Context: an optimization exercise on an open-source flow, tuned for small area, a short achievable clock period and few clock cycles. The choices shown serve that exercise and are no tape-out recipe. The RTL was checked by simulation tests, not by an equivalence proof against the original design.

==> flow/design.v <==
module aes_sbox (
    input  logic [7:0] a,
    output logic [7:0] y
);
    function automatic logic [7:0] xtime(input logic [7:0] x);
        xtime = {x[6:0], 1'b0} ^ (x[7] ? 8'h1b : 8'h00);
    endfunction
    function automatic logic [7:0] gf_mul(input logic [7:0] x, input logic [7:0] v);
        logic [7:0] p;
        logic [7:0] m;
        p = 8'h00;
        m = x;
        for (int i = 0; i < 8; i++) begin
            if (v[i]) p = p ^ m;
            m = xtime(m);
        end
        gf_mul = p;
    endfunction
    logic [7:0] x2, x3, x6, x12, x15, x30, x60, x120, x240, x252, inv;
    always_comb begin
        x2   = gf_mul(a, a);
        x3   = gf_mul(x2, a);
        x6   = gf_mul(x3, x3);
        x12  = gf_mul(x6, x6);
        x15  = gf_mul(x12, x3);
        x30  = gf_mul(x15, x15);
        x60  = gf_mul(x30, x30);
        x120 = gf_mul(x60, x60);
        x240 = gf_mul(x120, x120);
        x252 = gf_mul(x240, x12);
        inv  = gf_mul(x252, x2);
    end
    assign y = inv
             ^ {inv[6:0], inv[7]}
             ^ {inv[5:0], inv[7:6]}
             ^ {inv[4:0], inv[7:5]}
             ^ {inv[3:0], inv[7:4]}
             ^ 8'h63;
endmodule
module aes_inv_key_sched #(
    parameter int SKIP_FWD = 0
) (
    input  logic         clk,
    input  logic         rst_n,
    input  logic         clear,
    input  logic [127:0] key_in,
    input  logic         key_valid,
    output logic         key_ready,
    output logic [127:0] rk_out,
    output logic [3:0]   rk_round,
    output logic         rk_valid,
    input  logic         rk_ready,
    output logic         rk_last,
    output logic         busy
);
    typedef enum logic [1:0] {
        S_IDLE = 2'd0,
        S_FWD  = 2'd1,
        S_EMIT = 2'd2
    } state_t;
    state_t       state, state_nxt;
    logic [127:0] key_reg;
    logic [3:0]   ctr;
    logic [31:0]  w0, w1, w2, w3;
    logic [31:0]  sbox_in, rot, sub, t;
    logic [7:0]   rcon;
    logic [127:0] fwd_key, inv_key;
    logic         handshake;
    assign w0 = key_reg[127:96];
    assign w1 = key_reg[95:64];
    assign w2 = key_reg[63:32];
    assign w3 = key_reg[31:0];
    assign sbox_in = (state == S_EMIT) ? (w3 ^ w2) : w3;
    assign rot     = {sbox_in[23:0], sbox_in[31:24]};
    for (genvar b = 0; b < 4; b++) begin : g_sbox
        aes_sbox u_sbox (
            .a (rot[8*b +: 8]),
            .y (sub[8*b +: 8])
        );
    end
    always_comb begin
        rcon = 8'h00;
        case (ctr)
            4'd1:    rcon = 8'h01;
            4'd2:    rcon = 8'h02;
            4'd3:    rcon = 8'h04;
            4'd4:    rcon = 8'h08;
            4'd5:    rcon = 8'h10;
            4'd6:    rcon = 8'h20;
            4'd7:    rcon = 8'h40;
            4'd8:    rcon = 8'h80;
            4'd9:    rcon = 8'h1b;
            4'd10:   rcon = 8'h36;
            default: rcon = 8'h00;
        endcase
    end
    assign t = sub ^ {rcon, 24'h000000};
    always_comb begin
        logic [31:0] f0, f1, f2, f3;
        f0 = w0 ^ t;
        f1 = w1 ^ f0;
        f2 = w2 ^ f1;
        f3 = w3 ^ f2;
        fwd_key = {f0, f1, f2, f3};
        inv_key = {w0 ^ t, w1 ^ w0, w2 ^ w1, w3 ^ w2};
    end
    assign handshake = (state == S_EMIT) && rk_ready;
    always_ff @(posedge clk or negedge rst_n) begin
        if (!rst_n) state <= S_IDLE;
        else        state <= state_nxt;
    end
    always_comb begin
        state_nxt = state;
        case (state)
            S_IDLE: if (key_valid) state_nxt = (SKIP_FWD != 0) ? S_EMIT : S_FWD;
            S_FWD:  if (ctr == 4'd10) state_nxt = S_EMIT;
            S_EMIT: if (handshake && ctr == 4'd0) state_nxt = S_IDLE;
            default: state_nxt = S_IDLE;
        endcase
        if (clear) state_nxt = S_IDLE;
    end
    always_comb begin
        key_ready = (state == S_IDLE);
        rk_valid  = (state == S_EMIT);
        rk_last   = (state == S_EMIT) && (ctr == 4'd0);
        busy      = (state == S_FWD) || (state == S_EMIT);
        rk_out    = key_reg;
        rk_round  = ctr;
    end
    always_ff @(posedge clk or negedge rst_n) begin
        if (!rst_n) begin
            key_reg <= '0;
            ctr     <= 4'd0;
        end else if (clear) begin
            ctr <= 4'd0;
        end else begin
            case (state)
                S_IDLE: if (key_valid) begin
                    key_reg <= key_in;
                    ctr     <= (SKIP_FWD != 0) ? 4'd10 : 4'd1;
                end
                S_FWD: begin
                    key_reg <= fwd_key;
                    if (ctr != 4'd10) ctr <= ctr + 4'd1;
                end
                S_EMIT: if (handshake && ctr != 4'd0) begin
                    key_reg <= inv_key;
                    ctr     <= ctr - 4'd1;
                end
                default: ;
            endcase
        end
    end
endmodule
==> flow/run.sh <==
#!/bin/bash
# synth_recipe.tcl (not shown) runs the flow's synth.tcl, then flattens the netlist and writes it again
# the make line also repeats each setting of config.mk as NAME=value (left out here)
make -C /OpenROAD-flow-scripts/flow DESIGN_CONFIG=/design/flow/config.mk WORK_HOME=/design/flow/orfs CLKGATE_MAP_FILE= SYNTH_SCRIPT=/design/flow/synth_recipe.tcl finish
==> flow/config.mk <==
export PLATFORM = sky130hd
export DESIGN_NAME = aes_inv_key_sched
export DESIGN_NICKNAME = aes_inv_key_sched
export VERILOG_FILES = /design/flow/design.v
export SDC_FILE = /design/flow/constraint.sdc
export NUM_CORES = 4
export LEC_CHECK = 0
export CAP_MARGIN = 20
export CORE_MARGIN = 2
export CORE_UTILIZATION = 40
export SLEW_MARGIN = 20
==> flow/constraint.sdc <==
create_clock -name core_clock -period 25.0 [get_ports {clk}]
set_input_delay 5.0000 -clock core_clock [delete_from_list [all_inputs] [get_ports {clk}]]
set_output_delay 5.0000 -clock core_clock [all_outputs]
set_load 0.01 [all_outputs]
==> impl_metrics.json <==
{
  "rsz0062_at_grt": "false",
  "ys_types": 124,
  "arrival_ps": 23560,
  "layout.nets": 7446,
  "hold_path_depth": 2,
  "clk_path_buf_depth": 2,
  "worst-path-max-fanout": 38,
  "ys.flop_type": "dfrtp_1",
  "yosys.area_share.simple_pct": 19.22,
  "cts_tree": "built",
  "fin_tns_setup_ps": 0,
  "hold_class": "reg -> reg",
  "grt.total_usage_pct": 26.09,
  "place.gp.congestion": 0.9403,
  "hpwl_um": 148100,
  "period_share_pct": 92.93,
  "largest_reg_flops": 128,
  "rr_worst_depth": 70,
  "synth_mux_area_share_pct": 4.150,
  "avgSynthCellArea_um2": 7.886,
  "port_buffers": 268,
  "routed_wl_um": 195500,
  "cp_slowest_cell": "xor2_2",
  "hold_violations": 0,
  "grt_max_degree": 73,
  "cpPeakStageDelay_ps": 670,
  "drive_gt1_share_pct": 9.115,
  "antenna_found_initial": 7,
  "area_growth_pct": 10.25,
  "dr.pass1.iters": 8,
  "synth-compound-area-share_pct": 17.30,
  "maxCapViolations": 0,
  "die_x_um": 380.8,
  "max_slew.worst_pin.slew_ps": 1141,
  "clk_latency_ps": 510,
  "worstPathRequired_ps": 25330,
  "maxUsedRoutingLayer": "met5",
  "crit_type": "reg -> reg",
  "ys_ff_latch": 134,
  "final_util_pct": 44.34,
  "core_um2": 141200,
  "synth_top_family_by_area": "XOR/XNOR gates",
  "viasPerCell": 5.777,
  "wl_per_cell_um": 21.30,
  "initial_core_util_pct": 40.21,
  "drv_slew": 0,
  "vias": 53037,
  "end_kind": "flop",
  "root_buffer": "clkbuf_16",
  "ys_seq_area_share_pct": 5.904,
  "synth_edf_count": 0,
  "fill_cells": 14171,
  "finalInstanceArea_um2": 62620,
  "wl_met2_um": 85720,
  "num_rows": 138,
  "startpoint_type": "flop",
  "ant_nets": 0,
  "status": "finished clean",
  "grt_pass1_vias": 49838,
  "cts_hold_buf": 0,
  "synth_nets": 7375,
  "yosysWarnings": 2,
  "cts.sinks": 134,
  "overflow": 0,
  "clk_pin_slew_ps": 70,
  "htreeDepth": 4,
  "slew_headroom_pct": 23.39,
  "drt-met1-wl_um": 89330,
  "setup_viol": 0,
  "syn-instance-count": 7202,
  "cts_buffers": 17,
  "drt_iter0_drc": 4972,
  "finalCriticalPeriod_ps": 23230,
  "synthAdderAreaFrac_pct": 0.8944,
  "netlist_area_um2": 56800,
  "die-area_um2": 145000,
  "die_y_um": 380.8,
  "skew_ps": 16.05,
  "met3_length_um": 15400,
  "synthXorXnorAreaFrac_pct": 47.84,
  "async_reset_ff_share_pct": 100.0,
  "place_area_um2": 61970,
  "max_freq_mhz": 43.04,
  "io-pin-count": 269,
  "drc": 0,
  "grt_pass1_wl_um": 302700
}
==> placed cells by master (no fill, tap or decap), types with 97 or more instances in the layout <==
| cell type | n |
|---|---|
| xor2_1 | 491 |
| nand2_1 | 628 |
| xnor2_1 | 1274 |
| dfrtp_1 | 134 |
| xnor2_2 | 110 |
| buf_4 | 289 |
| nand2b_1 | 97 |
| mux2i_1 | 199 |
| nor2_1 | 889 |
| clkdlybuf4s50_1 | 267 |
| a21oi_1 | 307 |
| nor3_1 | 258 |
| xnor3_1 | 328 |
| nand3_1 | 135 |
| o21ai_0 | 329 |
==> worst max-delay path, delay by kind of cell (launching register included) <==
family	cells	cell delay [ps]
muxes	1	300
xor gates and xnor gates	34	12330
DFF	1	440
AOI/OAI and AO/OA	10	2840
buffers and inverters	6	1740
adders and majority gates	8	3680
and+or+nand+nor	11	1640
==> metal layers <==
| metal | vias up | GRT usage (%) |
|---|---|---|
| met3 | 227 | 3.996 |
| met2 | 2047 | 40.18 |
| met1 | 25571 | 37.59 |
| met5 | - | 0 |
| li1 | 25186 | - |
| met4 | 6 | 7.137 |
==> path summary, 6_finish.rpt <==
kind	startpoint	to	slack, ps
worst max register to register	state[0]	key_reg[37]	1770
worst max-delay path	state[0]	key_reg[37]	1770
worst min-delay path	key_reg[98]	key_reg[98]	580
worst min register to register	key_reg[98]	key_reg[98]	580
max in group asynchronous	rst_n	ctr[0]	19030
min in group asynchronous	rst_n	key_reg[74]	4480
==> cell usage after synthesis, types with 26 or more instances <==
master    instances  area (µm²)
o21ai_1          36       180.2
xor2_1          496        4344
a22oi_1          58       435.4
a21oi_1         308        1541
nand2b_1         97       606.8
xnor2_2          99        1610
or2_2            26       162.7
and2_1           40       250.2
o211ai_1         33       247.7
o221ai_1         30       262.8
o21ai_0         330        1652
nor2b_1          53       331.6
inv_1            89       334.1
a311oi_1         31       271.5
xor2_2           40       650.6
or3_1            46       287.8
nand2_1         629        2361
buf_1            38       142.6
clkbuf_1        310        1164
dfrtp_1         134        3353
ha_1             39       488.0
a21o_1           26       195.2
xnor2_1        1287       11270
a32oi_1          38       332.8
xnor3_1         329        7410
and3_1           45       281.5
xor3_1           47        1117
nand3_1         135       675.7
buf_2           125       625.6
mux2i_1         199        1992
nor3_1          259        1296
nand4_1          26       162.7
o22ai_1          84       525.5
a221oi_1         48       420.4
nor2_1          892        3348
a211oi_1         80       600.6
mux2_2           29       326.6
a31oi_1          36       225.2
==> cell families (layout without fill, tap and decap cells) <==
kind of cell,count (synthesis),after routing
buffers and inverters,620,703
AOI/OAI and AO/OA,1453,1453
muxes,231,231
DFF,134,134
xor gates and xnor gates,2328,2328
other,0,5
adders and majority gates,40,40
and+or+nand+nor,2396,2396
==> stage by stage <==
stage / setup WS (ps) / std cells / hold WS, ps
after CTS: 902.0 / 9174 / 571.5
after global routing: 112.0 / 9177 / 606.6
after detailed placement: 977.6 / 9143 / 552.9
final: 1766 / 9180 / 575.2
after floorplan: 3506 / 7202 / 495.0
after global placement: 1253 / 9143 / 544.9
==> layout make-up <==
type	instances	area (µm²)	share of cell area [%]
diodes	5	12.51	0.01998
clock buffers	17	425.4	0.6793
clock inverters	14	151.4	0.2418
inverters	114	429.2	0.6853
multi-input cells	6448	51020	81.48
flip-flops and latches	134	3353	5.355
well taps	1890	2365	3.776
repair buffers	558	4861	7.762
==> what timing repair did <==
| action | in CTS | in global routing |
|---|---|---|
| setup buffers | 0 | 0 |
| endpoints found under the setup margin | 0 | 32 |
| resized for setup | 0 | 5 |
Testbench counts, summed over its fixed seeds: cycles 7,040.

## port drivers added, routing unchanged
How much do the figures lean on ideal ports? The routed layout below was timed once more, with nothing changed but the port constraints.
Step 1 (the two cells are an assumption about what drives the block):
set clk [get_ports {clk}]
set_driving_cell -lib_cell sky130_fd_sc_hd__clkbuf_16 $clk
set_driving_cell -lib_cell sky130_fd_sc_hd__buf_2 [delete_from_list [all_inputs] $clk]
Step 2 moves the port delays by t, midway between the first and last clock arrival at a register: inputs arrive t later, outputs are due t later. That takes back most of the time a late clock gives input paths.
a / b / c = ideal / step 1 / step 2; a / b = the first two.
shift t [ns]: 0.567
setup slack, ns: 1.766 / 1.766 / 1.766
latest minus earliest clock arrival (ns): 0.016 / 0.016
After both steps this run still meets setup and hold. For this run, drivers alone change the setup slack by 0.000 ns; drivers and shift together by 0.000 ns.
